This design comes from an exercise in tuning for small area, a short achievable clock period and few clock cycles per item on the open sky130 flow, not from production work. No run shown here included a check of the RTL's function; only the layout flow was run.

===== flow/design.v =====
module csg_mix (
  input  logic        clk,
  input  logic        rst_n,
  input  logic        adv,
  input  logic        c_v,
  input  logic [4:0]  c_s,
  input  logic [9:0]  c_a,
  input  logic [3:0]  c_n,
  output logic        f_v,
  output logic signed [15:0] f_sum
);
  logic        p_sg;
  logic [10:0] p_sgsum;
  logic [9:0]  p_at;
  logic [24:0] p_g0, p_g1, p_g2, p_t, p_s1, p_c1, p_r0s, p_r0c, p_d;
  logic [10:0] p_dhi;
  logic [18:0] p_td;
  logic        p_cp, p_cm;
  always_comb begin
    case (c_n)
      4'd0: p_sgsum = {1'b0, c_a} + 11'h700;
      4'd1: p_sgsum = {1'b0, c_a} + 11'h70b;
      4'd2: p_sgsum = {1'b0, c_a} + 11'h716;
      4'd3: p_sgsum = {1'b0, c_a} + 11'h722;
      4'd4: p_sgsum = {1'b0, c_a} + 11'h72d;
      4'd5: p_sgsum = {1'b0, c_a} + 11'h739;
      4'd6: p_sgsum = {1'b0, c_a} + 11'h744;
      4'd7: p_sgsum = {1'b0, c_a} + 11'h750;
      4'd8: p_sgsum = {1'b0, c_a} + 11'h75b;
      4'd9: p_sgsum = {1'b0, c_a} + 11'h767;
      4'd10: p_sgsum = {1'b0, c_a} + 11'h772;
      4'd11: p_sgsum = {1'b0, c_a} + 11'h77e;
      4'd12: p_sgsum = {1'b0, c_a} + 11'h789;
      4'd13: p_sgsum = {1'b0, c_a} + 11'h795;
      4'd14: p_sgsum = {1'b0, c_a} + 11'h7a0;
      4'd15: p_sgsum = {1'b0, c_a} + 11'h7ac;
      default: p_sgsum = '0;
    endcase
    p_sg = p_sgsum[10];
    p_at = p_sg ? ~c_a : c_a;
    case (p_at[2:0])
      3'd0: p_g0 = 25'h0;
      3'd1: p_g0 = 25'h12ba;
      3'd2: p_g0 = 25'h2573;
      3'd3: p_g0 = 25'h382d;
      3'd4: p_g0 = 25'h4ae7;
      3'd5: p_g0 = 25'h5da1;
      3'd6: p_g0 = 25'h705a;
      3'd7: p_g0 = 25'h8314;
      default: p_g0 = '0;
    endcase
    case (p_at[5:3])
      3'd0: p_g1 = 25'h0;
      3'd1: p_g1 = 25'h95ce;
      3'd2: p_g1 = 25'h12b9b;
      3'd3: p_g1 = 25'h1c169;
      3'd4: p_g1 = 25'h25736;
      3'd5: p_g1 = 25'h2ed04;
      3'd6: p_g1 = 25'h382d2;
      3'd7: p_g1 = 25'h4189f;
      default: p_g1 = '0;
    endcase
    case (p_at[8:6])
      3'd0: p_g2 = 25'h0;
      3'd1: p_g2 = 25'h4ae6d;
      3'd2: p_g2 = 25'h95cda;
      3'd3: p_g2 = 25'he0b46;
      3'd4: p_g2 = 25'h12b9b3;
      3'd5: p_g2 = 25'h176820;
      3'd6: p_g2 = 25'h1c168d;
      3'd7: p_g2 = 25'h20c4fa;
      default: p_g2 = '0;
    endcase
    case ({p_sg, c_n, c_a[9]})
      6'd0: p_t = 25'h1ed464d;
      6'd1: p_t = 25'h12b9b3;
      6'd2: p_t = 25'h1ee1d16;
      6'd3: p_t = 25'h13907c;
      6'd4: p_t = 25'h1eef3df;
      6'd5: p_t = 25'h146745;
      6'd6: p_t = 25'h1efcaa8;
      6'd7: p_t = 25'h153e0e;
      6'd8: p_t = 25'h1f0a171;
      6'd9: p_t = 25'h1614d7;
      6'd10: p_t = 25'h1f1783a;
      6'd11: p_t = 25'h16eba0;
      6'd12: p_t = 25'h1f24f03;
      6'd13: p_t = 25'h17c269;
      6'd14: p_t = 25'h1f325cc;
      6'd15: p_t = 25'h189932;
      6'd16: p_t = 25'h1f3fc95;
      6'd17: p_t = 25'h196ffb;
      6'd18: p_t = 25'h1f4d35e;
      6'd19: p_t = 25'h1a46c4;
      6'd20: p_t = 25'h1f5aa27;
      6'd21: p_t = 25'h1b1d8d;
      6'd22: p_t = 25'h1f680f0;
      6'd23: p_t = 25'h1bf456;
      6'd24: p_t = 25'h1f757b9;
      6'd25: p_t = 25'h1ccb1f;
      6'd26: p_t = 25'h1f82e82;
      6'd27: p_t = 25'h1da1e8;
      6'd28: p_t = 25'h1f9054b;
      6'd29: p_t = 25'h1e78b1;
      6'd30: p_t = 25'h1f9dc14;
      6'd31: p_t = 25'h1f4f7a;
      6'd32: p_t = 25'h1ed5907;
      6'd33: p_t = 25'h1ed5907;
      6'd34: p_t = 25'h1ec823e;
      6'd35: p_t = 25'h1ec823e;
      6'd36: p_t = 25'h1ebab75;
      6'd37: p_t = 25'h1ebab75;
      6'd38: p_t = 25'h1ead4ac;
      6'd39: p_t = 25'h1ead4ac;
      6'd40: p_t = 25'h1e9fde3;
      6'd41: p_t = 25'h1e9fde3;
      6'd42: p_t = 25'h1e9271a;
      6'd43: p_t = 25'h1e9271a;
      6'd44: p_t = 25'h1e85051;
      6'd45: p_t = 25'h1e85051;
      6'd46: p_t = 25'h1e77988;
      6'd47: p_t = 25'h1e77988;
      6'd48: p_t = 25'h1e6a2bf;
      6'd49: p_t = 25'h1e6a2bf;
      6'd50: p_t = 25'h1e5cbf6;
      6'd51: p_t = 25'h1e5cbf6;
      6'd52: p_t = 25'h1e4f52d;
      6'd53: p_t = 25'h1e4f52d;
      6'd54: p_t = 25'h1e41e64;
      6'd55: p_t = 25'h1e41e64;
      6'd56: p_t = 25'h1e3479b;
      6'd57: p_t = 25'h1e3479b;
      6'd58: p_t = 25'h1e270d2;
      6'd59: p_t = 25'h1e270d2;
      6'd60: p_t = 25'h1e19a09;
      6'd61: p_t = 25'h1e19a09;
      6'd62: p_t = 25'h1e0c340;
      6'd63: p_t = 25'h1e0c340;
      default: p_t = '0;
    endcase
    case (c_n)
      4'd0: p_td = 19'h47c13;
      4'd1: p_td = 19'h4878c;
      4'd2: p_td = 19'h49304;
      4'd3: p_td = 19'h49e7c;
      4'd4: p_td = 19'h4a9f5;
      4'd5: p_td = 19'h4b56d;
      4'd6: p_td = 19'h4c0e5;
      4'd7: p_td = 19'h4cc5e;
      4'd8: p_td = 19'h4d7d6;
      4'd9: p_td = 19'h4e34f;
      4'd10: p_td = 19'h4eec7;
      4'd11: p_td = 19'h4fa3f;
      4'd12: p_td = 19'h505b8;
      4'd13: p_td = 19'h51130;
      4'd14: p_td = 19'h51ca9;
      4'd15: p_td = 19'h52821;
      default: p_td = '0;
    endcase
    p_s1  = p_g0 ^ p_g1 ^ p_g2;
    p_c1  = ((p_g0 & p_g1) | (p_g0 & p_g2) | (p_g1 & p_g2)) << 1;
    p_r0s = p_s1 ^ p_c1 ^ p_t;
    p_r0c = ((p_s1 & p_c1) | (p_s1 & p_t) | (p_c1 & p_t)) << 1;
    p_dhi = p_td[18:8] + {1'b0, c_a};
    p_d   = {3'd0, p_dhi, p_td[7:0], 3'd0};
    p_cp = 1'b0;
    p_cm = 1'b0;
    case ({c_a, c_n})
      14'd671: p_cm = 1'b1;
      14'd1325: p_cm = 1'b1;
      14'd1788: p_cm = 1'b1;
      14'd2107: p_cp = 1'b1;
      14'd3768: p_cm = 1'b1;
      14'd4779: p_cp = 1'b1;
      14'd4893: p_cm = 1'b1;
      14'd5277: p_cm = 1'b1;
      14'd5844: p_cp = 1'b1;
      14'd6918: p_cm = 1'b1;
      14'd7222: p_cm = 1'b1;
      14'd7417: p_cm = 1'b1;
      default: ;
    endcase
  end
  logic [24:0] r0_s, r0_c;
  logic r0_p, r0_n;
  logic [24:0] r1_s, r1_c;
  logic r1_p, r1_n;
  logic [24:0] r2_s, r2_c;
  logic r2_p, r2_n;
  logic [24:0] r3_s, r3_c;
  logic r3_p, r3_n;
  logic [24:0] r4_s, r4_c;
  logic r4_p, r4_n;
  logic [24:0] r5_s, r5_c;
  logic r5_p, r5_n;
  logic [24:0] r6_s, r6_c;
  logic r6_p, r6_n;
  logic [24:0] r7_s, r7_c;
  logic r7_p, r7_n;
  logic [24:0] r8_s, r8_c;
  logic r8_p, r8_n;
  logic [24:0] r9_s, r9_c;
  logic r9_p, r9_n;
  logic [24:0] r10_s, r10_c;
  logic r10_p, r10_n;
  logic [24:0] r11_s, r11_c;
  logic r11_p, r11_n;
  logic [24:0] r12_s, r12_c;
  logic r12_p, r12_n;
  logic b0_v, b0_sg, b0_cp, b0_cm;
  logic [4:0] b0_sq;
  logic [24:0] b0_s, b0_c, b0_d;
  always_ff @(posedge clk) begin
    if (!rst_n) b0_v <= 1'b0;
    else if (adv) b0_v <= c_v;
  end
  always_ff @(posedge clk) begin
    if (adv) begin
      b0_s[24:0] <= p_r0s[24:0];
      b0_c[24:0] <= p_r0c[24:0];
      b0_d[21:0] <= p_d[21:0];
      b0_sg <= p_sg;
      b0_sq <= c_s;
      b0_cp <= p_cp;
      b0_cm <= p_cm;
    end
  end
  assign b0_d[24:22] = '0;
  csg_div #(.WT(25), .L(22), .T(1)) u_srt0 (.s_in(b0_s), .c_in(b0_c), .d_in(b0_d),
    .s_out(r0_s), .c_out(r0_c), .qp(r0_p), .qn(r0_n));
  csg_div #(.WT(25), .L(22), .T(2)) u_srt1 (.s_in(r0_s), .c_in(r0_c), .d_in(b0_d),
    .s_out(r1_s), .c_out(r1_c), .qp(r1_p), .qn(r1_n));
  logic b1_v, b1_sg, b1_cp, b1_cm;
  logic [4:0] b1_sq;
  logic [24:0] b1_s, b1_c, b1_d;
  logic [1:0] b1_qp, b1_qn;
  always_ff @(posedge clk) begin
    if (!rst_n) b1_v <= 1'b0;
    else if (adv) b1_v <= b0_v;
  end
  always_ff @(posedge clk) begin
    if (adv) begin
      b1_s[24:2] <= r1_s[24:2];
      b1_c[24:2] <= r1_c[24:2];
      b1_d[21:3] <= b0_d[21:3];
      b1_sg <= b0_sg;
      b1_sq <= b0_sq;
      b1_cp <= b0_cp;
      b1_cm <= b0_cm;
      b1_qp <= {r0_p, r1_p};
      b1_qn <= {r0_n, r1_n};
    end
  end
  assign b1_s[1:0] = '0;
  assign b1_c[1:0] = '0;
  assign b1_d[24:22] = '0;
  assign b1_d[2:0] = '0;
  csg_div #(.WT(25), .L(22), .T(3)) u_srt2 (.s_in(b1_s), .c_in(b1_c), .d_in(b1_d),
    .s_out(r2_s), .c_out(r2_c), .qp(r2_p), .qn(r2_n));
  csg_div #(.WT(25), .L(22), .T(4)) u_srt3 (.s_in(r2_s), .c_in(r2_c), .d_in(b1_d),
    .s_out(r3_s), .c_out(r3_c), .qp(r3_p), .qn(r3_n));
  logic b2_v, b2_sg, b2_cp, b2_cm;
  logic [4:0] b2_sq;
  logic [24:0] b2_s, b2_c, b2_d;
  logic [3:0] b2_qp, b2_qn;
  always_ff @(posedge clk) begin
    if (!rst_n) b2_v <= 1'b0;
    else if (adv) b2_v <= b1_v;
  end
  always_ff @(posedge clk) begin
    if (adv) begin
      b2_s[24:4] <= r3_s[24:4];
      b2_c[24:4] <= r3_c[24:4];
      b2_d[21:5] <= b1_d[21:5];
      b2_sg <= b1_sg;
      b2_sq <= b1_sq;
      b2_cp <= b1_cp;
      b2_cm <= b1_cm;
      b2_qp <= {b1_qp, r2_p, r3_p};
      b2_qn <= {b1_qn, r2_n, r3_n};
    end
  end
  assign b2_s[3:0] = '0;
  assign b2_c[3:0] = '0;
  assign b2_d[24:22] = '0;
  assign b2_d[4:0] = '0;
  csg_div #(.WT(25), .L(22), .T(5)) u_srt4 (.s_in(b2_s), .c_in(b2_c), .d_in(b2_d),
    .s_out(r4_s), .c_out(r4_c), .qp(r4_p), .qn(r4_n));
  csg_div #(.WT(25), .L(22), .T(6)) u_srt5 (.s_in(r4_s), .c_in(r4_c), .d_in(b2_d),
    .s_out(r5_s), .c_out(r5_c), .qp(r5_p), .qn(r5_n));
  logic b3_v, b3_sg, b3_cp, b3_cm;
  logic [4:0] b3_sq;
  logic [24:0] b3_s, b3_c, b3_d;
  logic [5:0] b3_qp, b3_qn;
  always_ff @(posedge clk) begin
    if (!rst_n) b3_v <= 1'b0;
    else if (adv) b3_v <= b2_v;
  end
  always_ff @(posedge clk) begin
    if (adv) begin
      b3_s[24:6] <= r5_s[24:6];
      b3_c[24:6] <= r5_c[24:6];
      b3_d[21:7] <= b2_d[21:7];
      b3_sg <= b2_sg;
      b3_sq <= b2_sq;
      b3_cp <= b2_cp;
      b3_cm <= b2_cm;
      b3_qp <= {b2_qp, r4_p, r5_p};
      b3_qn <= {b2_qn, r4_n, r5_n};
    end
  end
  assign b3_s[5:0] = '0;
  assign b3_c[5:0] = '0;
  assign b3_d[24:22] = '0;
  assign b3_d[6:0] = '0;
  csg_div #(.WT(25), .L(22), .T(7)) u_srt6 (.s_in(b3_s), .c_in(b3_c), .d_in(b3_d),
    .s_out(r6_s), .c_out(r6_c), .qp(r6_p), .qn(r6_n));
  csg_div #(.WT(25), .L(22), .T(8)) u_srt7 (.s_in(r6_s), .c_in(r6_c), .d_in(b3_d),
    .s_out(r7_s), .c_out(r7_c), .qp(r7_p), .qn(r7_n));
  logic b4_v, b4_sg, b4_cp, b4_cm;
  logic [4:0] b4_sq;
  logic [24:0] b4_s, b4_c, b4_d;
  logic [7:0] b4_qp, b4_qn;
  always_ff @(posedge clk) begin
    if (!rst_n) b4_v <= 1'b0;
    else if (adv) b4_v <= b3_v;
  end
  always_ff @(posedge clk) begin
    if (adv) begin
      b4_s[24:8] <= r7_s[24:8];
      b4_c[24:8] <= r7_c[24:8];
      b4_d[21:9] <= b3_d[21:9];
      b4_sg <= b3_sg;
      b4_sq <= b3_sq;
      b4_cp <= b3_cp;
      b4_cm <= b3_cm;
      b4_qp <= {b3_qp, r6_p, r7_p};
      b4_qn <= {b3_qn, r6_n, r7_n};
    end
  end
  assign b4_s[7:0] = '0;
  assign b4_c[7:0] = '0;
  assign b4_d[24:22] = '0;
  assign b4_d[8:0] = '0;
  csg_div #(.WT(25), .L(22), .T(9)) u_srt8 (.s_in(b4_s), .c_in(b4_c), .d_in(b4_d),
    .s_out(r8_s), .c_out(r8_c), .qp(r8_p), .qn(r8_n));
  csg_div #(.WT(25), .L(22), .T(10)) u_srt9 (.s_in(r8_s), .c_in(r8_c), .d_in(b4_d),
    .s_out(r9_s), .c_out(r9_c), .qp(r9_p), .qn(r9_n));
  logic b5_v, b5_sg, b5_cp, b5_cm;
  logic [4:0] b5_sq;
  logic [24:0] b5_s, b5_c, b5_d;
  logic [9:0] b5_qp, b5_qn;
  always_ff @(posedge clk) begin
    if (!rst_n) b5_v <= 1'b0;
    else if (adv) b5_v <= b4_v;
  end
  always_ff @(posedge clk) begin
    if (adv) begin
      b5_s[24:10] <= r9_s[24:10];
      b5_c[24:10] <= r9_c[24:10];
      b5_d[21:11] <= b4_d[21:11];
      b5_sg <= b4_sg;
      b5_sq <= b4_sq;
      b5_cp <= b4_cp;
      b5_cm <= b4_cm;
      b5_qp <= {b4_qp, r8_p, r9_p};
      b5_qn <= {b4_qn, r8_n, r9_n};
    end
  end
  assign b5_s[9:0] = '0;
  assign b5_c[9:0] = '0;
  assign b5_d[24:22] = '0;
  assign b5_d[10:0] = '0;
  csg_div #(.WT(25), .L(22), .T(11)) u_srt10 (.s_in(b5_s), .c_in(b5_c), .d_in(b5_d),
    .s_out(r10_s), .c_out(r10_c), .qp(r10_p), .qn(r10_n));
  csg_div #(.WT(25), .L(22), .T(12)) u_srt11 (.s_in(r10_s), .c_in(r10_c), .d_in(b5_d),
    .s_out(r11_s), .c_out(r11_c), .qp(r11_p), .qn(r11_n));
  logic b6_v, b6_sg, b6_cp, b6_cm;
  logic [4:0] b6_sq;
  logic [24:0] b6_s, b6_c, b6_d;
  logic [11:0] b6_qp, b6_qn;
  always_ff @(posedge clk) begin
    if (!rst_n) b6_v <= 1'b0;
    else if (adv) b6_v <= b5_v;
  end
  always_ff @(posedge clk) begin
    if (adv) begin
      b6_s[24:12] <= r11_s[24:12];
      b6_c[24:12] <= r11_c[24:12];
      b6_d[21:13] <= b5_d[21:13];
      b6_sg <= b5_sg;
      b6_sq <= b5_sq;
      b6_cp <= b5_cp;
      b6_cm <= b5_cm;
      b6_qp <= {b5_qp, r10_p, r11_p};
      b6_qn <= {b5_qn, r10_n, r11_n};
    end
  end
  assign b6_s[11:0] = '0;
  assign b6_c[11:0] = '0;
  assign b6_d[24:22] = '0;
  assign b6_d[12:0] = '0;
  csg_div #(.WT(25), .L(22), .T(13)) u_srt12 (.s_in(b6_s), .c_in(b6_c), .d_in(b6_d),
    .s_out(r12_s), .c_out(r12_c), .qp(r12_p), .qn(r12_n));
  logic b7_v, b7_sg, b7_cp, b7_cm;
  logic [4:0] b7_sq;
  logic [24:0] b7_s, b7_c, b7_d;
  logic [12:0] b7_qp, b7_qn;
  always_ff @(posedge clk) begin
    if (!rst_n) b7_v <= 1'b0;
    else if (adv) b7_v <= b6_v;
  end
  always_ff @(posedge clk) begin
    if (adv) begin
      b7_s[24:13] <= r12_s[24:13];
      b7_c[24:13] <= r12_c[24:13];
      b7_sg <= b6_sg;
      b7_sq <= b6_sq;
      b7_cp <= b6_cp;
      b7_cm <= b6_cm;
      b7_qp <= {b6_qp, r12_p};
      b7_qn <= {b6_qn, r12_n};
    end
  end
  assign b7_s[12:0] = '0;
  assign b7_c[12:0] = '0;
  assign b7_d = '0;
  logic [24:0] f_rem;
  logic        f_neg;
  logic [15:0] f_x, f_y, f_ka, f_kb, f_a, f_b, f_p;
  logic [11:0] f_psq;
  always_comb begin
    f_rem = b7_s + b7_c;
    f_neg = f_rem[24];
    f_x   = b7_sg ? ~{3'b0, b7_qp} : {3'b0, b7_qp};
    f_y   = b7_sg ? {3'b0, b7_qn} : ~{3'b0, b7_qn};
    case ({b7_sg, b7_cp, b7_cm})
      3'b010:  begin f_ka = 16'd2; f_kb = 16'd1; end
      3'b001:  begin f_ka = 16'd0; f_kb = 16'hffff; end
      3'b110:  begin f_ka = 16'd0; f_kb = 16'd1; end
      3'b101:  begin f_ka = 16'd2; f_kb = 16'd3; end
      3'b100:  begin f_ka = 16'd1; f_kb = 16'd2; end
      default: begin f_ka = 16'd1; f_kb = 16'd0; end
    endcase
    f_p   = {4'b0, f_psq} + f_x + f_y;
    f_a   = f_p + f_ka;
    f_b   = f_p + f_kb;
    f_sum = f_neg ? f_b : f_a;
  end
  always_comb begin
    case (b7_sq)
      5'd0: f_psq = 12'd0;
      5'd1: f_psq = 12'd139;
      5'd2: f_psq = 12'd276;
      5'd3: f_psq = 12'd409;
      5'd4: f_psq = 12'd539;
      5'd5: f_psq = 12'd666;
      5'd6: f_psq = 12'd790;
      5'd7: f_psq = 12'd912;
      5'd8: f_psq = 12'd1030;
      5'd9: f_psq = 12'd1146;
      5'd10: f_psq = 12'd1260;
      5'd11: f_psq = 12'd1371;
      5'd12: f_psq = 12'd1480;
      5'd13: f_psq = 12'd1586;
      5'd14: f_psq = 12'd1690;
      5'd15: f_psq = 12'd1792;
      5'd16: f_psq = 12'd1892;
      5'd17: f_psq = 12'd1990;
      5'd18: f_psq = 12'd2086;
      5'd19: f_psq = 12'd2179;
      5'd20: f_psq = 12'd2272;
      5'd21: f_psq = 12'd2362;
      5'd22: f_psq = 12'd2450;
      5'd23: f_psq = 12'd2537;
      5'd24: f_psq = 12'd2622;
      5'd25: f_psq = 12'd2706;
      5'd26: f_psq = 12'd2788;
      5'd27: f_psq = 12'd2868;
      5'd28: f_psq = 12'd2947;
      5'd29: f_psq = 12'd3025;
      5'd30: f_psq = 12'd3101;
      5'd31: f_psq = 12'd0;
      default: f_psq = '0;
    endcase
  end
  assign f_v = b7_v;
endmodule
module csg_div #(
  parameter integer WT = 25,
  parameter integer L  = 22,
  parameter integer T  = 1
) (
  input  logic [WT-1:0] s_in,
  input  logic [WT-1:0] c_in,
  input  logic [WT-1:0] d_in,
  output logic [WT-1:0] s_out,
  output logic [WT-1:0] c_out,
  output logic          qp,
  output logic          qn
);
  localparam logic [WT-1:0] MASK = {WT{1'b1}} << T;
  logic [WT-1:0] s2, c2, dj, y, mj;
  logic [WT-L:0] ea, eb, est;
  logic          neg, zer;
  always_comb begin
    s2  = {s_in[WT-2:0], 1'b0} & MASK;
    c2  = {c_in[WT-2:0], 1'b0} & MASK;
    dj  = d_in & MASK;
    ea  = s2[WT-1:L-1];
    eb  = c2[WT-1:L-1];
    est = ea + eb;
    neg = est[WT-L];
    zer = &(ea ^ eb);            
    qp  = !neg;
    qn  = neg && !zer;
    y   = {WT{!zer}} & (neg ? dj : (~dj & MASK));
    mj  = (s2 & c2) | (s2 & y) | (c2 & y);
    s_out = s2 ^ c2 ^ y;
    c_out = {mj[WT-2:0], 1'b0} | (WT'(qp) << T);
  end
endmodule
module chiptune_sound_generator (
  input  logic        clk,
  input  logic        rst_n,
  input  logic        in_valid,
  output logic        in_stall,
  input  logic [1:0]  in_kind,
  input  logic [1:0]  in_voice,
  input  logic [23:0] in_phase_step,
  input  logic [3:0]  in_noise_rate,
  output logic        out_valid,
  input  logic        out_stall,
  output logic signed [15:0] out_sample,
  input  logic        psel,
  input  logic        penable,
  input  logic        pwrite,
  input  logic [4:0]  paddr,
  input  logic [31:0] pwdata,
  output logic [31:0] prdata,
  output logic        pready
);
  localparam logic [31:0] DUTY_ROWS = {8'b1111_1001, 8'b0001_1110,
                                       8'b0000_0110, 8'b0000_0010};
  localparam logic [191:0] NOISE_PERIODS = {
    12'd4068, 12'd2034, 12'd1016, 12'd762, 12'd508, 12'd380, 12'd254, 12'd202,
    12'd160, 12'd128, 12'd96, 12'd64, 12'd32, 12'd16, 12'd8, 12'd4};
  function automatic logic [8:0] env_step(input logic [8:0] e, input logic [3:0] period);
    logic [8:0] r;
    r = e;
    if (e[0]) begin
      r = {4'd15, period, 1'b0};
    end else if (e[8:5] != 4'd0) begin
      if (e[4:1] <= 4'd1) begin
        r[4:1] = period;
        r[8:5] = e[8:5] - 4'd1;
      end else begin
        r[4:1] = e[4:1] - 4'd1;
      end
    end
    env_step = r;
  endfunction
  logic [1:0] duty_a_r, duty_b_r;
  logic [3:0] env_per0_r, env_per1_r, env_per2_r;
  logic [23:0] sq_phase0_r, sq_phase1_r, sq_step0_r, sq_step1_r;
  logic [23:0] tri_phase_r, tri_step_r;
  logic        tri_on_r;
  logic [8:0]  env0_r, env1_r, env2_r;
  logic [14:0] nz_shift_r;
  logic [3:0]  nz_rate_r;
  logic [11:0] nz_count_r;
  logic        o_kv;
  logic [15:0] o_ks;
  logic        out_valid_r;
  logic signed [15:0] out_sample_r;
  logic [3:0]  prdata_r;
  logic in_acc, cfg_wr, adv, cap;
  assign in_stall = k_v;
  assign in_acc   = in_valid && !k_v;
  assign cap      = in_acc && (in_kind == 2'd0);
  assign pready   = 1'b1;
  assign cfg_wr   = psel && penable && pwrite;
  assign out_valid  = out_valid_r;
  assign out_sample = out_sample_r;
  assign adv      = !o_kv;
  always_ff @(posedge clk) begin
    if (!rst_n) begin
      duty_a_r   <= 2'd1;
      duty_b_r   <= 2'd2;
      env_per0_r <= 4'd12;
      env_per1_r <= 4'd9;
      env_per2_r <= 4'd2;
    end else if (cfg_wr) begin
      case (paddr[4:2])
        3'd0: duty_a_r   <= pwdata[1:0];
        3'd1: duty_b_r   <= pwdata[1:0];
        3'd2: env_per0_r <= pwdata[3:0];
        3'd3: env_per1_r <= pwdata[3:0];
        3'd4: env_per2_r <= pwdata[3:0];
        default: ;
      endcase
    end
  end
  always_ff @(posedge clk) begin
    case (paddr[4:2])
      3'd0: prdata_r <= {2'd0, duty_a_r};
      3'd1: prdata_r <= {2'd0, duty_b_r};
      3'd2: prdata_r <= env_per0_r;
      3'd3: prdata_r <= env_per1_r;
      3'd4: prdata_r <= env_per2_r;
      default: prdata_r <= 4'd0;
    endcase
  end
  assign prdata = {28'd0, prdata_r};
  logic [3:0]  lvl_a, lvl_b, lvl_n;
  logic [9:0]  tri_a;
  logic [12:0] nz_c;
  logic        nz_clk;
  logic [14:0] nz_shift_nxt;
  logic [4:0]  s_new;
  always_comb begin
    lvl_a = DUTY_ROWS[{duty_a_r, sq_phase0_r[23:21]}] ? env0_r[8:5] : 4'd0;
    lvl_b = DUTY_ROWS[{duty_b_r, sq_phase1_r[23:21]}] ? env1_r[8:5] : 4'd0;
    s_new = 5'(lvl_a) + 5'(lvl_b);
    if (!tri_on_r)            tri_a = 10'd256;
    else if (tri_phase_r[23]) tri_a = {1'b0, tri_phase_r[22:14]};
    else tri_a = 10'd512 - (10'(tri_phase_r[22:14]) + 10'(|tri_phase_r[13:0]));
    nz_c   = {1'b0, nz_count_r} + 13'd1;
    nz_clk = nz_c >= {1'b0, NOISE_PERIODS[12*nz_rate_r +: 12]};
    nz_shift_nxt = nz_clk ? {nz_shift_r[0] ^ nz_shift_r[1], nz_shift_r[14:1]} : nz_shift_r;
    lvl_n  = nz_shift_nxt[0] ? env2_r[8:5] : 4'd0;
  end
  always_ff @(posedge clk) begin
    if (!rst_n) begin
      sq_phase0_r <= '0;
      sq_phase1_r <= '0;
      sq_step0_r  <= '0;
      sq_step1_r  <= '0;
      tri_phase_r <= '0;
      tri_step_r  <= '0;
      tri_on_r    <= 1'b1;
      env0_r      <= 9'd1;
      env1_r      <= 9'd1;
      env2_r      <= 9'd1;
      nz_shift_r  <= '0;
      nz_rate_r   <= '0;
      nz_count_r  <= '0;
    end else if (in_acc) begin
      case (in_kind)
        2'd0: begin
          sq_phase0_r <= sq_phase0_r + sq_step0_r;
          sq_phase1_r <= sq_phase1_r + sq_step1_r;
          if (tri_on_r) tri_phase_r <= tri_phase_r + tri_step_r;
          nz_shift_r <= nz_shift_nxt;
          nz_count_r <= nz_clk ? 12'd0 : nz_c[11:0];
        end
        2'd1: begin
          env0_r <= env_step(env0_r, env_per0_r);
          env1_r <= env_step(env1_r, env_per1_r);
          env2_r <= env_step(env2_r, env_per2_r);
        end
        2'd2: begin
          case (in_voice)
            2'd0: begin
              sq_step0_r  <= in_phase_step;
              sq_phase0_r <= '0;
              env0_r[0]   <= 1'b1;
            end
            2'd1: begin
              sq_step1_r  <= in_phase_step;
              sq_phase1_r <= '0;
              env1_r[0]   <= 1'b1;
            end
            2'd2: begin
              tri_on_r    <= 1'b1;
              tri_step_r  <= in_phase_step;
              tri_phase_r <= '0;
            end
            default: begin
              nz_shift_r <= 15'd1;
              nz_rate_r  <= in_noise_rate;
              env2_r[0]  <= 1'b1;
            end
          endcase
        end
        default: begin
          case (in_voice)
            2'd0: env0_r[8:5] <= 4'd0;
            2'd1: env1_r[8:5] <= 4'd0;
            2'd2: tri_on_r <= 1'b0;
            default: env2_r[8:5] <= 4'd0;
          endcase
        end
      endcase
    end
  end
  logic       c_v, k_v;
  logic       o_free;
  logic [4:0] c_s, k_s;
  logic [9:0] c_a, k_a;
  logic [3:0] c_n, k_n;
  always_ff @(posedge clk) begin
    if (!rst_n) begin
      c_v <= 1'b0;
      k_v <= 1'b0;
    end else begin
      if (adv) begin
        c_v <= k_v || cap;
        k_v <= 1'b0;
      end else if (cap) begin
        k_v <= 1'b1;
      end
    end
  end
  always_ff @(posedge clk) begin
    if (adv) begin
      c_s <= k_v ? k_s : s_new;
      c_a <= k_v ? k_a : tri_a;
      c_n <= k_v ? k_n : lvl_n;
    end
    if (!adv && cap) begin
      k_s <= s_new;
      k_a <= tri_a;
      k_n <= lvl_n;
    end
  end
  logic        f_v;
  logic signed [15:0] f_sum;
  csg_mix u_mix (.clk(clk), .rst_n(rst_n), .adv(adv), .c_v(c_v), .c_s(c_s), .c_a(c_a),
                 .c_n(c_n), .f_v(f_v), .f_sum(f_sum));
  assign o_free = !out_valid_r || !out_stall;
  always_ff @(posedge clk) begin
    if (!rst_n) begin
      out_valid_r <= 1'b0;
      o_kv        <= 1'b0;
    end else if (o_free) begin
      out_valid_r <= o_kv || f_v;
      o_kv        <= 1'b0;
    end else if (adv && f_v) begin
      o_kv        <= 1'b1;
    end
  end
  always_ff @(posedge clk) begin
    if (o_free) out_sample_r <= o_kv ? o_ks : f_sum;
    if (!o_free && adv) o_ks <= f_sum;
  end
endmodule

===== flow/run.sh =====
#!/bin/bash
# synth_recipe.tcl (not shown) runs the flow's synth.tcl, then flattens the netlist and writes it again
# the make line also repeats each setting of config.mk as NAME=value (left out here)
make -C /OpenROAD-flow-scripts/flow DESIGN_CONFIG=/design/flow/config.mk WORK_HOME=/design/flow/orfs CLKGATE_MAP_FILE= SYNTH_SCRIPT=/design/flow/synth_recipe.tcl finish

===== flow/config.mk =====
export PLATFORM = sky130hd
export DESIGN_NAME = chiptune_sound_generator
export DESIGN_NICKNAME = chiptune_sound_generator
export VERILOG_FILES = /design/flow/design.v
export SDC_FILE = /design/flow/constraint.sdc
export NUM_CORES = 4
export LEC_CHECK = 0
export ABC_CLOCK_PERIOD_IN_PS = 4000
export CAP_MARGIN = 20
export CORE_MARGIN = 2
export CORE_UTILIZATION = 40
export SETUP_SLACK_MARGIN = 5
export SLEW_MARGIN = 20

===== flow/constraint.sdc =====
create_clock -name core_clock -period 10.0 [get_ports {clk}]
set_input_delay 2.0000 -clock core_clock [delete_from_list [all_inputs] [get_ports {clk}]]
set_output_delay 2.0000 -clock core_clock [all_outputs]
set_load 0.01 [all_outputs]

==> results.ini, run 1 <==
[logic_synthesis]
ys_ff_latch=876
yosysSeqAreaShare=0.480
synth_edf_count=613
synthFlopType=edfxtp_1
yosysTopAreaCellShare=0.373
synth_area_leaders=edfxtp_1 37%, dfxtp_1 11%, fa_1 11%
syn_area_sq_um=49400
syn_inst=4391
avgSynthCellArea_sq_um=11.2
yosysWarnings=42
synth.largest_area_cell=edfxtp_1
yosysUniqueCellTypes=91
async_flop_share=0

[detailed_routing]
route.antenna.remaining_nets=0
wire_per_inst_microns=16.8
drt_wl_total_mm=103
first_pass_iters=7
drtIter0Drc=2062
via_per_inst=5.11
dr_total_vias=31400
drc_errors=0

[placement]
pre_cts_ws_ns=3.45
place_congestion=0.837
hpwl_mm=72.6
numPortBuffers=67

[worst_setup_path]
cp-end-kind=flop
cp.arrival_ns=5.24
crit_type=reg2reg
crit_required_ns=10.41
path_max_fanout=7
cp-start-kind=flop

[sta]
max_freq_mhz=207
post-route-min-period_ns=4.83
tightest_slew_ns=1.11
slew_headroom=0.261
slew_violations=0
final-setup-viol-count=0
finClkSkew_ns=0.0260
setup_ws_ns=5.17
hold_viol=0
rsz0062_at_grt=yes
finalCritPeriodShare=0.483
finalSetupTns_ns=0

[die]
initial_core_util=0.404
die_w_microns=355
core-area_sq_um=122000
die_y_microns=355
die_area_sq_um=126000
rows=128
ios=127

[layout]
layout-drive-gt1-share=0.0791
final_nets=5033
syn_to_final_growth_pct=12.2
num_antenna_cells=0

[grt]
antenna_found_initial=1
grt_max_degree=157
grt-ovfl-total=0
grt_pass1_wl_mm=166
track_usage=0.162
grt_pass1_vias=30900

[clock_tree]
cts-root-buf=clkbuf_16
cts_buffer_depth=3
clk_pin_slew_ns=0.06
clock_latency_ns=0.67
numCtsBuffers=93
htreeDepth=3
cts_tree=built
ctsHoldBuffers=0
clock_sinks=876

[job]
maxCapViolCount=0

[status]
status=no timing/DRC/antenna violations

[worst_hold_path]
hold_path_class=reg2reg

final cells by class:
type                    count  area [sq um]
clock inverters            43           463
well taps                1625          2030
multi-input cells        3049         24200
repair buffers            143          1410
clock buffers             131          2530
inverters                 273          1080
flip-flops and latches    876         23700
fillers                 11200         66800
state kept, by name, summed over array words and instances (netlist names), 22 cells and up:
| register | cells |
|---|---|
| sq_phase0_r | 24 |
| sq_phase1_r | 24 |
| sq_step0_r | 24 |
| sq_step1_r | 24 |
| tri_phase_r | 24 |
| tri_step_r | 24 |
| u_mix.b0_c | 22 |
| u_mix.b0_s | 23 |
| u_mix.b1_s | 22 |
Yosys cell counts (51+ instances only):
cell type / count
nor2b_1: 102
nor2_1: 325
a21o_1: 68
a21oi_1: 230
dfxtp_1: 263
a21boi_0: 102
edfxtp_1: 613
nand2_1: 446
inv_1: 269
xor2_1: 93
fa_1: 263
ha_1: 258
mux2i_1: 94
o21ai_0: 191
nor3_1: 51
clkbuf_1: 151
xnor2_1: 198
nand3_1: 87
repair_timing:
item                                    4_1_cts  5_1_grt
setup buffers                                15       10
gates resized for setup                      37       50
endpoints found under the setup margin       53       95
gates cloned                                  1        2
pin swaps                                    10       24
kinds of logic after synthesis:
logic type                 count (synthesis)  share of synthesized area
and+or+nand+nor                         1174                      0.108
other                                      2                   0.000152
AOI/OAI and AO/OA                        890                      0.116
DFF                                      876                      0.480
muxes                                    139                     0.0303
buffers and inverters                    493                     0.0405
xor gates and xnor gates                 295                     0.0531
adders and majority gates                522                      0.172
worst max-delay path, cell delays in order (launching register included):
cell and delay, ns:
edfxtp_1 0.42, buf_12 0.18, xor2_2 0.18, fa_2 0.49, ha_4 0.19, fa_2 0.40
a21o_1 0.20, a211oi_2 0.26, o21ai_2 0.10, and3_1 0.19, nor2_1 0.12, ha_1 0.28
nand2_2 0.12, nor2_2 0.06, and3_1 0.15, a221o_1 0.35, a31o_4 0.24, a31o_1 0.18
xnor3_1 0.20, mux2_4 0.28
placed cells by master (no fill, tap or decap), types with 92 or more instances in the layout:
cell,instances
clkbuf_16,96
edfxtp_1,613
ha_1,251
inv_1,265
a21oi_1,225
mux2i_1,92
xnor2_1,191
fa_1,261
nor2_1,317
nand2_1,444
o21ai_0,189
a21boi_0,101
dfxtp_1,262
nor2b_1,100
per-layer routing:
layer | global-route usage | routed length [microns]
met2 | 0.273 | 49200
met1 | 0.218 | 47500
met3 | 0.0206 | 3370
met4 | 0.0468 | 2840
met5 | 0 | 0
through the flow:
| stage | cells | cell area (sq um) | hold slack (ns) | util |
|---|---|---|---|---|
| after floorplan | 4418 | 49500 | 0.386 | - |
| final | 6140 | 55400 | 0.386 | 0.453 |
| after global routing | 6140 | 55400 | 0.387 | 0.453 |
| after detailed placement | 5938 | 51700 | 0.392 | 0.423 |
| after CTS | 6128 | 55000 | 0.378 | 0.450 |
| after global placement | 5938 | 51700 | 0.386 | 0.423 |
worst paths after layout:
check	start	slack [ns]	to	cells past startpoint
worst max-delay path	u_mix.b7_sg	5.17	out_sample_r[15]	19
worst min-delay path	u_mix.p_td[3]	0.39	u_mix.b0_d[6]	0
worst max register to register	u_mix.b7_sg	5.17	out_sample_r[15]	19
worst min register to register	u_mix.p_td[3]	0.39	u_mix.b0_d[6]	0
==> run 2: changes to the inputs <==
--- a/flow/config.mk
+++ b/flow/config.mk
@@ -6,8 +6,10 @@
 export NUM_CORES = 4
 export LEC_CHECK = 0
+export ABC_AREA = 1
 export ABC_CLOCK_PERIOD_IN_PS = 4000
 export CAP_MARGIN = 20
 export CORE_MARGIN = 2
 export CORE_UTILIZATION = 40
+export CTS_BUF_LIST = sky130_fd_sc_hd__clkbuf_4 sky130_fd_sc_hd__clkbuf_8
 export SETUP_SLACK_MARGIN = 5
 export SLEW_MARGIN = 20
==> run 2 against run 1 <==
Against the previous run:
- highest routed layer is now met5
- still clean on timing, DRC and antenna
- clock-buffer cell count grew 86
- critical endpoint is now u_mix.b1_s[21]
- critical path type unchanged
- worst hold slack improved by 0.0071 ns
- cell count increased by 12%
- via count is 9.8% higher
- die area is 0.77% lower
- wire length increased by 9.0%
- first-iteration DRC count rose by 11%
- final area down 1.3%
==> results.ini, run 2 <==
[logic_synthesis]
synth_edf_count=613
yosysUniqueCellTypes=62
syn_area_sq_um=49000
synth.largest_area_cell=edfxtp_1
yosysTopAreaCellShare=0.376
async_flop_share=0
avgSynthCellArea_sq_um=9.74
ys_ff_latch=876
synth_area_leaders=edfxtp_1 38%, dfxtp_1 11%, fa_1 11%
yosysSeqAreaShare=0.483
syn_inst=5029
yosysWarnings=42
synthFlopType=edfxtp_1
synth_top_cells_by_count=905 x nand2_1, 613 x edfxtp_1, 571 x inv_1
yosysMostFrequentCell=nand2_1

[layout]
syn_to_final_growth_pct=11.6
final_nets=5756
final_common_cell=nand2_1
post-route-cell-area_sq_um=54700
fin_util=0.449
layout_common_cells=897 x nand2_1, 613 x edfxtp_1, 564 x inv_1
layout-drive-gt1-share=0.0786

[detailed_routing]
drc_errors=0
wire_per_inst_microns=16.2
drt_wl_total_mm=112
first_pass_iters=5
route.antenna.remaining_nets=0
via_per_inst=4.99
dr_total_vias=34500
drtIter0Drc=2284

[clock_tree]
cts_buffer_depth=3
clock_latency_ns=0.85
ctsHoldBuffers=0
clock_sinks=876
htreeDepth=4
clk_pin_slew_ns=0.06
numCtsBuffers=146
cts_tree=built
cts-root-buf=clkbuf_8

[worst_setup_path]
reg2regPathDepth=20
worstPathCellList=ha_1 > inv_1 > a21oi_1 > nand2_1 > xnor2_4 > nand2_4 > clkinvlp_4 > fa_1 > ha_1 > a21oi_1 > nand2_1 > xor2_2 > inv_1 > nand2_4 > clkinvlp_4 > buf_4 > buf_4 > a21oi_1 > fa_1 > inv_1
crit_required_ns=10.59
cp.arrival_ns=5.29
slowest_delay_ns=0.54
startpoint=u_mix.b0_s[22]
cp-start-kind=flop
reg2reg_from=u_mix.b0_s[22]
crit_end=u_mix.b1_s[21]
crit_slowest_cell=fa_1
crit_type=reg2reg
r2r_end=u_mix.b1_s[21]
cp-end-kind=flop
r2r_slack_ns=5.30
path_max_fanout=21

[placement]
hpwl_mm=82.2
post_dp_cell_area_sq_um=51200
numPortBuffers=67
place_congestion=0.876

[grt]
grt_max_degree=174
grt_pass1_wl_mm=181
grt_pass1_vias=33900
grt-ovfl-total=0
track_usage=0.179
antenna_found_initial=4

[die]
die_area_sq_um=125000
ios=127
core-area_sq_um=122000
die_w_microns=354
initial_core_util=0.402
rows=128
die_y_microns=354

[sta]
finalCritPeriodShare=0.470
finalSetupTns_ns=0
finClkSkew_ns=0.0347
post-route-min-period_ns=4.70
slew_violations=0
slew_headroom=0.314
final-setup-viol-count=0
tightest_slew_ns=1.03
max_freq_mhz=213
rsz0062_at_grt=yes
hold_viol=0

[worst_hold_path]
min_path_cells=0
hold_path_class=reg2reg

[status]
status=no timing/DRC/antenna violations

[job]
maxCapViolCount=0

-- run 2: cell families (layout without fill, tap and decap cells) --
| family | after synthesis | in the layout | share of synthesized area |
|---|---|---|---|
| fa+ha+maj | 521 | 521 | 0.173 |
| other cells | 2 | 31 | 0.000153 |
| simple gates | 1692 | 1694 | 0.146 |
| buf+inv | 758 | 977 | 0.0620 |
| xor+xnor | 95 | 95 | 0.0171 |
| mux | 1 | 1 | 0.000204 |
| flops | 876 | 876 | 0.483 |
| compound gates | 1084 | 1084 | 0.118 |
-- run 2: how the worst min path moves through the flow --
stage	from	slack, ns	end
final	u_mix.b2_sq[2]	0.39	u_mix.b3_sq[2]
after global routing	u_mix.b2_sq[2]	0.41	u_mix.b3_sq[2]
after CTS	u_mix.b2_sq[2]	0.38	u_mix.b3_sq[2]
after detailed placement	u_mix.p_td[3]	0.39	u_mix.b0_d[6]
after global placement	u_mix.p_td[3]	0.39	u_mix.b0_d[6]
after floorplan	u_mix.p_td[7]	0.39	u_mix.b0_d[10]
-- run 2: cell type report --
cell class              count  area, sq um
flip-flops and latches    876        23700
well taps                1625         2030
repair inverters            3         20.0
fillers                 11700        67000
inverters                 589         2250
clock buffers             217         2640
multi-input cells        3424        22500
clock inverters            49          459
repair buffers            119         1110
diodes                      2         5.00
-- run 2: worst max-delay path, delay by kind of cell (launching register included) --
| family | cells | cell delay [ns] |
|---|---|---|
| buffers and inverters | 7 | 0.83 |
| and+or+nand+nor | 4 | 0.56 |
| xor gates and xnor gates | 2 | 0.49 |
| DFF | 1 | 0.50 |
| adders and majority gates | 4 | 1.71 |
| AOI/OAI and AO/OA | 3 | 0.38 |
-- run 2: timing repair --
item,4_1_cts,5_1_grt
gates resized for setup,14,23
cloned,4,1
setup buffers,7,12
hold endpoints to repair,0,0
pin swaps,2,2
setup endpoints to repair,98,150
-- run 2: stage by stage --
stage | cells | hold WS (ns) | setup WS (ns)
finish | 6904 | 0.394 | 5.30
global route | 6904 | 0.407 | 4.96
CTS | 6888 | 0.379 | 5.03
detailed placement | 6611 | 0.389 | 4.24
global placement | 6611 | 0.389 | 4.23
floorplan | 5056 | 0.386 | 5.17
-- run 2: per-layer routing --
layer / wire [microns] / share of wire / global-route usage / vias to the layer above
met4: 2910 / 0.026 / 0.0614 / 2
met5: 13 / 0.00012 / 0 / -
met1: 50100 / 0.45 / 0.231 / 16400
li1: - / - / - / 17300
met3: 3970 / 0.035 / 0.0282 / 166
met2: 55200 / 0.49 / 0.305 / 658
==> run 3: changes to the inputs <==
--- a/flow/config.mk
+++ b/flow/config.mk
@@ -6,5 +6,4 @@
 export NUM_CORES = 4
 export LEC_CHECK = 0
-export ABC_AREA = 1
 export ABC_CLOCK_PERIOD_IN_PS = 4000
 export CAP_MARGIN = 20
==> run 3 against run 2 <==
Against the previous run:
- via count decreased by 8.0%
- maximum frequency shrank 3.6%
- still clean on timing, DRC and antenna
- clock-buffer cell count down 14
- global-route usage fell by 1.6 points
- sequential cell count is the same
- utilization increased by 0.43 points
==> results.ini, run 3 <==
[status]
status=no timing/DRC/antenna violations

[layout]
layout-drive-gt1-share=0.102
syn_to_final_growth_pct=12.3
fillers=11300
final_nets=5091
layout_common_cells=613 x edfxtp_1, 444 x nand2_1, 317 x nor2_1
post-route-cell-area_sq_um=55400
final_common_cell=edfxtp_1

[clock_tree]
cts_buffer_depth=3
clock_sinks=876
htreeDepth=4
cts_tree=built
cts-root-buf=clkbuf_8
numCtsBuffers=148
clk_pin_slew_ns=0.06
clock_latency_ns=0.84

[sta]
hold_viol=0
max_freq_mhz=205
final-setup-viol-count=0
finalCritPeriodShare=0.488
finClkSkew_ns=0.0262
tightest_slew_ns=1.08
post-route-min-period_ns=4.88
rsz0062_at_grt=yes
slew_violations=0
finalSetupTns_ns=0
slew_headroom=0.283

[detailed_routing]
first_pass_iters=5
drt_wl_total_mm=103
drtIter0Drc=1988
route.antenna.remaining_nets=0
drc_errors=0
dr_total_vias=31700
wire_per_inst_microns=16.6
via_per_inst=5.08

[die]
die_w_microns=355
die_area_sq_um=126000
rows=128
core-area_sq_um=122000
ios=127
initial_core_util=0.404
die_y_microns=355

[logic_synthesis]
async_flop_share=0
yosysTopAreaCellShare=0.373
yosysUniqueCellTypes=91
yosysSeqAreaShare=0.480
synth_top_cells_by_count=613 x edfxtp_1, 446 x nand2_1, 325 x nor2_1
syn_inst=4391
avgSynthCellArea_sq_um=11.2
syn_area_sq_um=49400
synth.largest_area_cell=edfxtp_1
yosysWarnings=42
ys_ff_latch=876
synth_edf_count=613
synthFlopType=edfxtp_1
yosysMostFrequentCell=edfxtp_1
synth_area_leaders=edfxtp_1 37%, dfxtp_1 11%, fa_1 11%

[worst_setup_path]
crit_required_ns=10.57
path_common_cell=and3_1
reg2reg_from=u_mix.b7_sg
slowest_delay_ns=0.46
r2r_slack_ns=5.12
crit_buf_inv=1
cp.arrival_ns=5.45
crit_type=reg2reg
cp-end-kind=flop
worstPathCellList=buf_12 > xor2_2 > fa_1 > ha_2 > fa_2 > a21o_1 > a211oi_2 > o21ai_2 > and3_1 > nor2_1 > ha_1 > nand2_2 > nor2_2 > and3_1 > a221o_1 > a31o_4 > a31o_1 > xnor3_1 > mux2_4
reg2regPathDepth=19
path_max_fanout=7
cp-start-kind=flop
crit_slowest_cell=fa_1
crit_family=compound AO/OA/AOI/OAI gates
r2r_end=out_sample_r[15]

[worst_hold_path]
min_path_cells=0
whs_endpoint=u_mix.b0_d[6]
min_from=u_mix.p_td[3]
hold_path_class=reg2reg

[placement]
numPortBuffers=67
place_congestion=0.837
hpwl_mm=72.6
post_dp_cell_area_sq_um=51700

[grt]
antenna_found_initial=3
track_usage=0.163
grt_max_degree=157
grt_pass1_vias=31400
grt-ovfl-total=0
grt_pass1_wl_mm=167

[job]
maxCapViolCount=0

[run 3: cell type report]
type                            instances  area, sq um  area share
Antenna cell                            4         10.0    0.000181
Clock buffer                          203         2520      0.0456
Clock inverter                         61          524     0.00946
Inverter                              273         1070      0.0193
Multi-Input combinational cell       3049        24200       0.436
Sequential cell                       876        23700       0.427
Tap cell                             1625         2030      0.0367
Timing Repair Buffer                  146         1430      0.0257
[run 3: repair_timing]
action                                  in CTS  in global routing
endpoints found under the setup margin      50                 89
pin swaps                                   10                 24
setup buffers                               16                 12
gates cloned                                 1                  2
gates resized for setup                     35                 42
hold buffers                                 0                  0
[run 3: logic make-up (layout without fill, tap and decap cells)]
logic type / count (synthesis) / after routing / synth area share
simple gates: 1174 / 1174 / 0.108
compound gates: 890 / 890 / 0.116
flops: 876 / 876 / 0.480
fa+ha+maj: 522 / 522 / 0.172
buf+inv: 493 / 683 / 0.0405
xor+xnor: 295 / 295 / 0.0531
mux: 139 / 139 / 0.0303
other cells: 2 / 33 / 0.000152
[run 3: worst register-to-register path: stages, from the launching register on]
cell and delay, ns:
edfxtp_1 0.42, buf_12 0.18, xor2_2 0.19, fa_1 0.46, ha_2 0.21, fa_2 0.40, a21o_1 0.20, a211oi_2 0.30
o21ai_2 0.10, and3_1 0.19, nor2_1 0.11, ha_1 0.27, nand2_2 0.12, nor2_2 0.06, and3_1 0.15, a221o_1 0.35
a31o_4 0.24, a31o_1 0.18, xnor3_1 0.20, mux2_4 0.28
[run 3: how the worst max path moves through the flow]
| stage | endpoint | from | slack (ns) | cells past startpoint |
|---|---|---|---|---|
| 6_report | out_sample_r[15] | u_mix.b7_sg | 5.12 | 19 |
| 5_1_grt | out_sample_r[15] | u_mix.b7_sg | 4.91 | 19 |
| 4_1_cts | u_mix.b0_s[2] | c_n[1] | 5.03 | 17 |
| 3_5_place_dp | u_mix.b0_s[2] | c_n[0] | 3.45 | 18 |
| 3_3_place_gp | u_mix.b0_s[2] | c_n[0] | 3.52 | 18 |
| 2_1_floorplan | out_sample_r[15] | u_mix.b7_sg | 5.02 | 22 |
[run 3: metrics by stage]
stage	instances	utilization	hold WS, ns	worst slack, ns
final	6237	0.454	0.404	5.12
after global routing	6235	0.453	0.412	4.91
after CTS	6219	0.450	0.404	5.03
after detailed placement	5938	0.423	0.392	3.45
after global placement	5938	0.423	0.386	3.52
after floorplan	4418	-	0.386	5.02
[run 3: routing by layer]
metal / GRT usage / part of all wire / wire (microns)
met1: 0.217 / 0.46 / 47700
met2: 0.272 / 0.48 / 49400
met3: 0.0257 / 0.037 / 3790
met4: 0.0553 / 0.025 / 2550
met5: 0 / 0 / 0

port drivers added, routing unchanged:
The flow's constraints put no driver on any port. The routed layouts listed below were extracted and timed again, unchanged, in two steps. Step 1 sets driving cells, clkbuf_16 on the clock port and buf_2 on the other inputs (assumed; they add their load-dependent delay and slew). Step 2, shift: input delay + t, output delay - t, t = (earliest + latest rising clock arrival at the registers) / 2. This alone moves slack from input paths to output paths. Three values: ideal, step 1, step 2; two values: the first two.
| run | t (ns) | setup slack, ns | worst setup path at the end | clock arrival spread, ns | cell pins on the clock port's net |
|---|---|---|---|---|---|
| run 1 | 0.724 | 5.165 / 5.165 / 4.648 | input to register | 0.026 / 0.026 | 1 |
| run 2 | 0.891 | 5.295 / 5.295 / 5.032 | input to register | 0.041 / 0.041 | 1 |
| run 3 | 0.883 | 5.119 / 5.119 / 4.351 | input to register | 0.030 / 0.030 | 1 |
After both steps every run listed still meets setup and hold. For run 3, which loses most, drivers alone change the setup slack by 0.000 ns; drivers and shift together by -0.768 ns.
